Background: an optimization exercise with open tools, aiming at small area and a short achievable clock period. Do not read the settings as production practice. The RTL was checked by simulation tests, not by an equivalence proof against the original design. Power is estimated from default activity; no workload was simulated.

==> inputs of v38 <==
## neuron_pe
module neuron_pe
(
	input  logic     clock,
	input  logic     reset,
	input  logic [2:0]  ctrl,
	input  logic        output_ctrl,
	input  logic [31:0] data_in,
	output logic [31:0] data_out,
	output logic     data_out_valid
);
clock: 8.0 ns
lec_check: 0
cap_margin: 20
core_margin: 2
core_utilization: 40
cts_buf_list: sky130_fd_sc_hd__clkbuf_8
cts_cluster_diameter: 50
cts_cluster_size: 20
setup_slack_margin: 4.5
slew_margin: 20
tns_end_percent: 1
standard.sh (not shown) runs the stock make flow with config.mk's settings and CLKGATE_MAP_FILE= SYNTH_SCRIPT=/design/flow/synth_recipe.tcl, a recipe that flattens the netlist after the stock synthesis.
==> flow/flow/run.sh <==
#!/bin/bash
# Layout flow: the standard layout (standard.sh, ORFS), with
# - the pins of the combinational input-to-output path placed next to each
#   other (flow/io_group.tcl, run just before ORFS places the pins);
# - plain buffers (buf_2) as the port buffers, which the resizer then sizes,
#   instead of the delay cells buffer_ports picks by default.
set -euo pipefail
here=$(pwd)
cts="-sink_clustering_enable -repair_clock_nets -sink_clustering_size 12 -sink_clustering_max_diameter 35 -buf_list {sky130_fd_sc_hd__clkbuf_4 sky130_fd_sc_hd__clkbuf_8} -dont_use_dummy_load"
bash standard.sh finish \
	PRE_IO_PLACEMENT_TCL="$here/flow/io_group.tcl" \
	CTS_ARGS="$cts" \
	BUFFER_PORTS_ARGS="-inputs -outputs -buffer_cell sky130_fd_sc_hd__buf_2" \
	> "$here/standard.log" 2>&1
==> flow/flow/io_group.tcl <==
# The only input-to-output path, ctrl and output_ctrl to data_out_valid,
# is purely combinational; keep its five pins next to each other so that
# their port buffers and the gate between them sit together.
set_io_pin_constraint -group -order -pin_names {ctrl[0] ctrl[1] ctrl[2] output_ctrl data_out_valid}
==> v4 (differences from v38) <==
==> flow/flow/run.sh (replaced) <==
#!/bin/bash
# Layout flow: the standard layout (standard.sh, ORFS), with
# - the pins of the combinational input-to-output path placed next to each
#   other (flow/io_group.tcl, run just before ORFS places the pins);
# - plain buffers (buf_1) as the port buffers, which the resizer then sizes,
#   instead of the delay cells buffer_ports picks by default.
set -euo pipefail
here=$(pwd)
cts="-sink_clustering_enable -repair_clock_nets -sink_clustering_size 20 -sink_clustering_max_diameter 50 -buf_list sky130_fd_sc_hd__clkbuf_8 -dont_use_dummy_load"
bash standard.sh finish \
	PRE_IO_PLACEMENT_TCL="$here/flow/io_group.tcl" \
	CTS_ARGS="$cts" \
	BUFFER_PORTS_ARGS="-inputs -outputs -buffer_cell sky130_fd_sc_hd__buf_1" \
	> "$here/standard.log" 2>&1
==> qor summary <==
metric                                                                 v4                        v38
Result of the run                                          finished clean             finished clean
Non-clock buffers                                                     147                        154
Placed Instances                                                     4403                       4400
Share of cells above drive strength 1                               9.18%                      13.4%
Routed length on met3                                             8.69 mm                    10.0 mm
Worst Hold Slack                                                 0.455 ns                   0.463 ns
Area of combinational cells with multiple inputs              13800 sq um                13800 sq um
Final HPWL from detailed placement                                68.5 mm                    68.0 mm
Seq pwr share                                                       66.2%                      60.9%
Wire per inst                                                     26.0 um                    26.0 um
Reg2Reg Setup Slack                                               4.41 ns                    4.37 ns
Leakage power figure                                              15.6 nW                    16.3 nW
Endpoint of the worst hold-timing path              i_input_buffer.rec_en  i_output_buffer.rd_hot[0]
Layout buffering overhead excluding clock cells                     2.05%                      2.30%
Power Density                                                 187 nW/um^2                199 nW/um^2
Area added between synthesis and finish                             8.16%                      10.4%
Crit Reg-Reg Startpoint                           i_weight_store.wbyte[0]    i_weight_store.wbyte[5]
Post-route core utilization                                         43.7%                      44.6%


==> run a <==
==> flow/design.v <==
package neuron_pe_pkg;
	typedef logic signed [32-1:0] pe_word_t;
	typedef logic [$clog2(16)-1:0] wgt_idx_t;
	typedef logic [$clog2(8)-1:0]  in_idx_t;
	typedef logic [$clog2(4)-1:0] out_idx_t;
	typedef logic [2-1:0] pe_cnt_t;
	typedef enum logic [2:0] {
		op_idle    = 3'd0,
		op_load    = 3'd1,
		op_ma      = 3'd2,
		op_mab     = 3'd3,
		op_nop     = 3'd4,
		op_bias    = 3'd5,
		op_act     = 3'd6,
		op_act_clr = 3'd7
	} pe_op_t;
	typedef struct packed {
		pe_op_t op;
		pe_op_t held;
		logic   issue;
		logic   commit;
	} pe_step_t;
endpackage
module op_sequencer
(
	input  logic     clock,
	input  logic     reset,
	input  neuron_pe_pkg::pe_op_t   ctrl,
	output neuron_pe_pkg::pe_step_t step,
	output neuron_pe_pkg::pe_cnt_t  cnt
);
	logic    timed;
	assign timed = !(ctrl == neuron_pe_pkg::op_load || ctrl == neuron_pe_pkg::op_nop);
	always_ff @(posedge clock)
	begin
		if (reset || !timed)
			cnt <= '0;
		else
			cnt <= cnt + neuron_pe_pkg::pe_cnt_t'(1);
	end
	always_ff @(posedge clock)
	begin
		if (step.issue)
			step.held <= ctrl;
	end
	assign step.op     = ctrl;
	assign step.issue  = timed && (cnt == '0);
	assign step.commit = (cnt == neuron_pe_pkg::pe_cnt_t'(3)) && !reset;
endmodule
module weight_store
(
	input  logic     clock,
	input  logic     reset,
	input  neuron_pe_pkg::pe_op_t   ctrl,
	input  neuron_pe_pkg::pe_word_t data_in,
	input  neuron_pe_pkg::pe_step_t step,
	input  neuron_pe_pkg::pe_cnt_t  cnt,
	output logic [7:0] wbyte
);
	neuron_pe_pkg::pe_word_t mem [16];
	neuron_pe_pkg::wgt_idx_t wr_ptr;
	neuron_pe_pkg::wgt_idx_t wr_ptr_nxt;
	logic [16-1:0] rd_hot;
	logic     full;
	logic     load_en;
	logic     is_mult;
	logic     adv;
	neuron_pe_pkg::pe_word_t cur;
	assign load_en = (ctrl == neuron_pe_pkg::op_load) && !full;
	assign is_mult = (step.op == neuron_pe_pkg::op_ma || step.op == neuron_pe_pkg::op_mab || step.op == neuron_pe_pkg::op_bias);
	assign adv     = step.commit && (step.held == neuron_pe_pkg::op_ma || step.held == neuron_pe_pkg::op_mab || step.held == neuron_pe_pkg::op_bias);
	assign wr_ptr_nxt = wr_ptr + neuron_pe_pkg::wgt_idx_t'(1);
	always_ff @(posedge clock)
	begin
		if (reset)
		begin
			wr_ptr <= '0;
			rd_hot <= 16'(1);
			full   <= 1'b0;
		end
		else
		begin
			if (load_en)
			begin
				wr_ptr <= wr_ptr_nxt;
				if (rd_hot[wr_ptr_nxt])
					full <= 1'b1;
			end
			if (adv)
			begin
				rd_hot <= {rd_hot[16-2:0], rd_hot[16-1]};
			end
		end
	end
	always_ff @(posedge clock)
	begin
		if (load_en)
			mem[wr_ptr] <= data_in;
	end
	always_comb
	begin
		cur = '0;
		for (int i = 0; i < 16; i++)
			cur = cur | (mem[i] & {32{rd_hot[i]}});
	end
	always_ff @(posedge clock)
	begin
		if (reset || !is_mult)
			wbyte <= '0;
		else
			wbyte <= cur[8*cnt +: 8];
	end
endmodule
module input_buffer
(
	input  logic     clock,
	input  logic     reset,
	input  neuron_pe_pkg::pe_word_t mul_a,
	input  neuron_pe_pkg::pe_step_t step,
	output neuron_pe_pkg::pe_word_t replay
);
	typedef logic [8-1:0] hot_t;
	neuron_pe_pkg::pe_word_t mem [8];
	neuron_pe_pkg::in_idx_t wr_ptr;
	neuron_pe_pkg::in_idx_t wr_ptr_nxt;
	hot_t    wr_dec;
	hot_t    rd_hot;
	neuron_pe_pkg::in_idx_t start_ptr;
	hot_t    start_dec;
	logic    full;
	logic    rec_en;
	always_ff @(posedge clock)
	begin
		rec_en <= step.issue && (step.op == neuron_pe_pkg::op_ma) && !full;
	end
	assign wr_ptr_nxt = wr_ptr + neuron_pe_pkg::in_idx_t'(1);
	assign wr_dec     = hot_t'(1) << wr_ptr;
	assign start_dec  = hot_t'(1) << start_ptr;
	always_ff @(posedge clock)
	begin
		if (reset)
		begin
			wr_ptr    <= '0;
			rd_hot    <= hot_t'(1);
			start_ptr <= '0;
			full      <= 1'b0;
		end
		else if (step.commit)
		begin
			case (step.held)
				neuron_pe_pkg::op_ma:
				begin
					if (!full)
					begin
						wr_ptr <= wr_ptr_nxt;
						if (rd_hot[wr_ptr_nxt])
							full <= 1'b1;
					end
				end
				neuron_pe_pkg::op_mab:
					rd_hot <= {rd_hot[8-2:0], rd_hot[8-1]};
				neuron_pe_pkg::op_act:
					rd_hot <= start_dec;
				neuron_pe_pkg::op_act_clr:
				begin
					rd_hot    <= wr_dec;
					start_ptr <= wr_ptr;
					full      <= 1'b0;
				end
				default:
				begin
				end
			endcase
		end
	end
	always_ff @(posedge clock)
	begin
		for (int i = 0; i < 8; i++)
			if (rec_en && wr_ptr == i)
				mem[i] <= mul_a;
	end
	always_comb
	begin
		replay = '0;
		for (int i = 0; i < 8; i++)
			replay = replay | (mem[i] & {32{rd_hot[i]}});
	end
endmodule
module mac_unit
(
	input  logic     clock,
	input  logic     reset,
	input  neuron_pe_pkg::pe_word_t data_in,
	input  logic [7:0] wbyte,
	input  neuron_pe_pkg::pe_word_t replay,
	input  neuron_pe_pkg::pe_step_t step,
	output neuron_pe_pkg::pe_word_t acc,
	output neuron_pe_pkg::pe_word_t opnd
);
	typedef logic [31:0] w32_t;
	w32_t mul_a;
	w32_t acc_s;
	w32_t acc_c;
	logic is_act;
	assign is_act = (step.held == neuron_pe_pkg::op_act || step.held == neuron_pe_pkg::op_act_clr);
	always_ff @(posedge clock)
	begin
		if (step.issue)
		begin
			case (step.op)
				neuron_pe_pkg::op_ma:   mul_a <= data_in;
				neuron_pe_pkg::op_mab:  mul_a <= replay;
				neuron_pe_pkg::op_bias: mul_a <= 32'd1;
				default:                mul_a <= '0;
			endcase
		end
		else
			mul_a <= {mul_a[23:0], 8'd0};
	end
	w32_t r0 [10];
	w32_t r1 [7];
	w32_t r2 [5];
	w32_t r3 [4];
	w32_t r4 [3];
	w32_t nxt_s;
	w32_t nxt_c;
	assign r0[0] = acc_s;
	assign r0[1] = acc_c;
	genvar j;
	generate
		for (j = 0; j < 8; j++)
		begin : g_pp
			assign r0[2 + j] = (mul_a << j) & {32{wbyte[j]}};
		end
	endgenerate
	assign r1[0] = r0[0] ^ r0[1] ^ r0[2];
	assign r1[1] = ((r0[0] & r0[1]) | (r0[0] & r0[2]) | (r0[1] & r0[2])) << 1;
	assign r1[2] = r0[3] ^ r0[4] ^ r0[5];
	assign r1[3] = ((r0[3] & r0[4]) | (r0[3] & r0[5]) | (r0[4] & r0[5])) << 1;
	assign r1[4] = r0[6] ^ r0[7] ^ r0[8];
	assign r1[5] = ((r0[6] & r0[7]) | (r0[6] & r0[8]) | (r0[7] & r0[8])) << 1;
	assign r1[6] = r0[9];
	assign r2[0] = r1[0] ^ r1[1] ^ r1[2];
	assign r2[1] = ((r1[0] & r1[1]) | (r1[0] & r1[2]) | (r1[1] & r1[2])) << 1;
	assign r2[2] = r1[3] ^ r1[4] ^ r1[5];
	assign r2[3] = ((r1[3] & r1[4]) | (r1[3] & r1[5]) | (r1[4] & r1[5])) << 1;
	assign r2[4] = r1[6];
	assign r3[0] = r2[0] ^ r2[1] ^ r2[2];
	assign r3[1] = ((r2[0] & r2[1]) | (r2[0] & r2[2]) | (r2[1] & r2[2])) << 1;
	assign r3[2] = r2[3];
	assign r3[3] = r2[4];
	assign r4[0] = r3[0] ^ r3[1] ^ r3[2];
	assign r4[1] = ((r3[0] & r3[1]) | (r3[0] & r3[2]) | (r3[1] & r3[2])) << 1;
	assign r4[2] = r3[3];
	assign nxt_s = r4[0] ^ r4[1] ^ r4[2];
	assign nxt_c = ((r4[0] & r4[1]) | (r4[0] & r4[2]) | (r4[1] & r4[2])) << 1;
	always_ff @(posedge clock)
	begin
		if (reset || (step.commit && is_act))
		begin
			acc_s <= '0;
			acc_c <= '0;
		end
		else
		begin
			acc_s <= nxt_s;
			acc_c <= nxt_c;
		end
	end
	logic [31:0] bk_g [6];
	logic [31:0] bk_p [6];
	logic [31:0] bk_c;
	always_comb
	begin
		bk_g[0] = acc_s & acc_c;
		bk_p[0] = acc_s ^ acc_c;
		for (int l = 1; l <= 5; l++)
		begin
			bk_g[l] = bk_g[l-1];
			bk_p[l] = bk_p[l-1];
			for (int i = 0; i < 32; i++)
				if ((i % (1 << l)) == (1 << l) - 1)
				begin
					bk_g[l][i] = bk_g[l-1][i] | (bk_p[l-1][i] & bk_g[l-1][i - (1 << (l-1))]);
					bk_p[l][i] = bk_p[l-1][i] & bk_p[l-1][i - (1 << (l-1))];
				end
		end
		bk_c = bk_g[5];
		for (int l = 4; l >= 1; l--)
			for (int i = 0; i < 32; i++)
				if ((i % (1 << l)) == (1 << (l-1)) - 1 && i >= (1 << l))
					bk_c[i] = bk_g[l-1][i] | (bk_p[l-1][i] & bk_c[i - (1 << (l-1))]);
		for (int i = 2; i < 32; i += 2)
			bk_c[i] = bk_g[0][i] | (bk_p[0][i] & bk_c[i-1]);
	end
	assign acc = bk_p[0] ^ {bk_c[30:0], 1'b0};
	assign opnd = mul_a;
endmodule
module output_buffer
(
	input  logic     clock,
	input  logic     reset,
	input  neuron_pe_pkg::pe_step_t step,
	input  logic     output_ctrl,
	input  neuron_pe_pkg::pe_word_t acc,
	output neuron_pe_pkg::pe_word_t data_out
);
	neuron_pe_pkg::pe_word_t mem [4];
	neuron_pe_pkg::out_idx_t wr_ptr;
	neuron_pe_pkg::out_idx_t wr_ptr_nxt;
	logic [4-1:0] rd_hot;
	logic     full;
	logic     push;
	logic     pop;
	assign push = step.commit && (step.held == neuron_pe_pkg::op_act || step.held == neuron_pe_pkg::op_act_clr) && !full;
	assign pop  = step.commit && (step.held == neuron_pe_pkg::op_idle) && output_ctrl;
	assign wr_ptr_nxt = wr_ptr + neuron_pe_pkg::out_idx_t'(1);
	always_ff @(posedge clock)
	begin
		if (reset)
		begin
			wr_ptr <= '0;
			rd_hot <= 4'(1);
			full   <= 1'b0;
		end
		else
		begin
			if (push)
			begin
				wr_ptr <= wr_ptr_nxt;
				if (rd_hot[wr_ptr_nxt])
					full <= 1'b1;
			end
			if (pop)
				rd_hot <= {rd_hot[4-2:0], rd_hot[4-1]};
		end
	end
	always_ff @(posedge clock)
	begin
		if (push)
			mem[wr_ptr] <= acc;
	end
	always_comb
	begin
		data_out = '0;
		for (int i = 0; i < 4; i++)
			data_out = data_out | (mem[i] & {32{rd_hot[i]}});
	end
endmodule
module neuron_pe
(
	input  logic     clock,
	input  logic     reset,
	input  logic [2:0]  ctrl,
	input  logic        output_ctrl,
	input  logic [31:0] data_in,
	output logic [31:0] data_out,
	output logic     data_out_valid
);
	neuron_pe_pkg::pe_op_t   ctrl_op;
	neuron_pe_pkg::pe_step_t step;
	neuron_pe_pkg::pe_cnt_t  cnt;
	logic [7:0]              wbyte;
	neuron_pe_pkg::pe_word_t replay;
	neuron_pe_pkg::pe_word_t acc;
	neuron_pe_pkg::pe_word_t opnd;
	assign ctrl_op = neuron_pe_pkg::pe_op_t'(ctrl);
	assign data_out_valid = output_ctrl && (ctrl_op == neuron_pe_pkg::op_idle);
	op_sequencer i_op_sequencer (
		.clock (clock),
		.reset (reset),
		.ctrl  (ctrl_op),
		.step  (step),
		.cnt   (cnt)
	);
	weight_store i_weight_store (
		.clock   (clock),
		.reset   (reset),
		.ctrl    (ctrl_op),
		.data_in (data_in),
		.step    (step),
		.cnt     (cnt),
		.wbyte   (wbyte)
	);
	input_buffer i_input_buffer (
		.clock   (clock),
		.reset   (reset),
		.mul_a   (opnd),
		.step    (step),
		.replay  (replay)
	);
	mac_unit i_mac_unit (
		.clock   (clock),
		.reset   (reset),
		.data_in (data_in),
		.wbyte   (wbyte),
		.replay  (replay),
		.step    (step),
		.acc     (acc),
		.opnd    (opnd)
	);
	output_buffer i_output_buffer (
		.clock       (clock),
		.reset       (reset),
		.step        (step),
		.output_ctrl (output_ctrl),
		.acc         (acc),
		.data_out    (data_out)
	);
endmodule
==> flow/flow/run.sh <==
#!/bin/bash
# Layout flow: the standard layout (standard.sh, ORFS), with
# - the pins of the combinational input-to-output path placed next to each
#   other (flow/io_group.tcl, run just before ORFS places the pins);
# - plain buffers (buf_2) as the port buffers, which the resizer then sizes,
#   instead of the delay cells buffer_ports picks by default.
set -euo pipefail
here=$(pwd)
cts="-sink_clustering_enable -repair_clock_nets -sink_clustering_size 20 -sink_clustering_max_diameter 50 -buf_list sky130_fd_sc_hd__clkbuf_8 -dont_use_dummy_load"
bash standard.sh finish \
	PRE_IO_PLACEMENT_TCL="$here/flow/io_group.tcl" \
	CTS_ARGS="$cts" \
	BUFFER_PORTS_ARGS="-inputs -outputs -buffer_cell sky130_fd_sc_hd__buf_2" \
	> "$here/standard.log" 2>&1
==> flow/flow/io_group.tcl <==
# The only input-to-output path, ctrl and output_ctrl to data_out_valid,
# is purely combinational; keep its five pins next to each other so that
# their port buffers and the gate between them sit together.
set_io_pin_constraint -group -order -pin_names {ctrl[0] ctrl[1] ctrl[2] output_ctrl data_out_valid}
==> flow/standard.sh <==
#!/bin/bash
# synth_recipe.tcl (not shown) runs the flow's synth.tcl, then flattens the netlist and writes it again
# the make line also repeats each setting of config.mk as NAME=value (left out here)
make -C /OpenROAD-flow-scripts/flow DESIGN_CONFIG=/design/flow/config.mk WORK_HOME=/design/flow/orfs CLKGATE_MAP_FILE= SYNTH_SCRIPT=/design/flow/synth_recipe.tcl "${@:-finish}"
==> flow/config.mk <==
export PLATFORM = sky130hd
export DESIGN_NAME = neuron_pe
export DESIGN_NICKNAME = neuron_pe
export VERILOG_FILES = /design/flow/design.v
export SDC_FILE = /design/flow/constraint.sdc
export NUM_CORES = 4
export LEC_CHECK = 0
export CAP_MARGIN = 20
export CORE_MARGIN = 2
export CORE_UTILIZATION = 40
export CTS_BUF_LIST = sky130_fd_sc_hd__clkbuf_8
export CTS_CLUSTER_DIAMETER = 50
export CTS_CLUSTER_SIZE = 20
export SETUP_SLACK_MARGIN = 4.5
export SLEW_MARGIN = 20
export TNS_END_PERCENT = 0
==> flow/constraint.sdc <==
create_clock -name core_clock -period 8.0 [get_ports {clock}]
set_input_delay 1.6000 -clock core_clock [delete_from_list [all_inputs] [get_ports {clock}]]
set_output_delay 1.6000 -clock core_clock [all_outputs]
set_load 0.01 [all_outputs]
==> inputs of run b, as changes to run a <==
==> flow/run.sh (new file) <==
#!/bin/bash
# synth_recipe.tcl (not shown) runs the flow's synth.tcl, then flattens the netlist and writes it again
# the make line also repeats each setting of config.mk as NAME=value (left out here)
make -C /OpenROAD-flow-scripts/flow DESIGN_CONFIG=/design/flow/config.mk WORK_HOME=/design/flow/orfs CLKGATE_MAP_FILE= SYNTH_SCRIPT=/design/flow/synth_recipe.tcl finish
--- a/flow/config.mk
+++ b/flow/config.mk
@@ -14,3 +14,3 @@
 export SETUP_SLACK_MARGIN = 4.5
 export SLEW_MARGIN = 20
-export TNS_END_PERCENT = 0
+export TNS_END_PERCENT = 1
removed: flow/flow/run.sh
removed: flow/flow/io_group.tcl
removed: flow/standard.sh
==> summary of the runs <==
- Setup slack: run b is better than run a (0.067 ns).
- In run a the clock-buffer cell count is lower than in run b, by 2.
- Die area is the same in run a and run b.
- In run a the hold slack is lower than in run b, by 0.013 ns.
- Of run b and run a, run b has the higher non-clock buffer count (gap 18).
- Of run a and run b, run a has the higher sequential share of layout area (gap 1.9 points).
- In sequential power, run b and run a hardly differ.

==> what the ideal ports hide <==
No port has a modelled driver above. Below, the same layouts with a new extraction and two added sets of constraints.
Step 1 (the two cells are an assumption about what drives the block):
set clk [get_ports {clock}]
set_driving_cell -lib_cell sky130_fd_sc_hd__clkbuf_16 $clk
set_driving_cell -lib_cell sky130_fd_sc_hd__buf_2 [delete_from_list [all_inputs] $clk]
Step 2 times the ports against the registers' clock, not the clock port: input delays grow and output delays shrink by t, the midpoint of the rising clock arrivals with the driver on.
Three values: ideal, step 1, step 2; two values: the first two.
| run | t, ns | setup WS [ns] | worst hold slack (ns) | worst slew at a driven data input, ns | pins driven straight from the clock port |
|---|---|---|---|---|---|
| v38 | 0.866 | 4.291 / 4.243 / 3.766 | 0.463 / 0.463 / 0.463 | 0.10 | 1 |
| v4 | 0.789 | 4.295 / 4.257 / 3.763 | 0.455 / 0.455 / 0.455 | 0.10 | 1 |
| run a | 0.818 | 4.228 / 4.207 / 3.759 | 0.463 / 0.463 / 0.463 | 0.11 | 1 |
| run b | 0.846 | 4.295 / 4.255 / 3.583 | 0.476 / 0.476 / 0.476 | 0.10 | 1 |
After both steps setup and hold are still met in every run listed. The setup slack of run b, which loses most, moves by -0.040 ns with the drivers and by -0.712 ns with both steps.
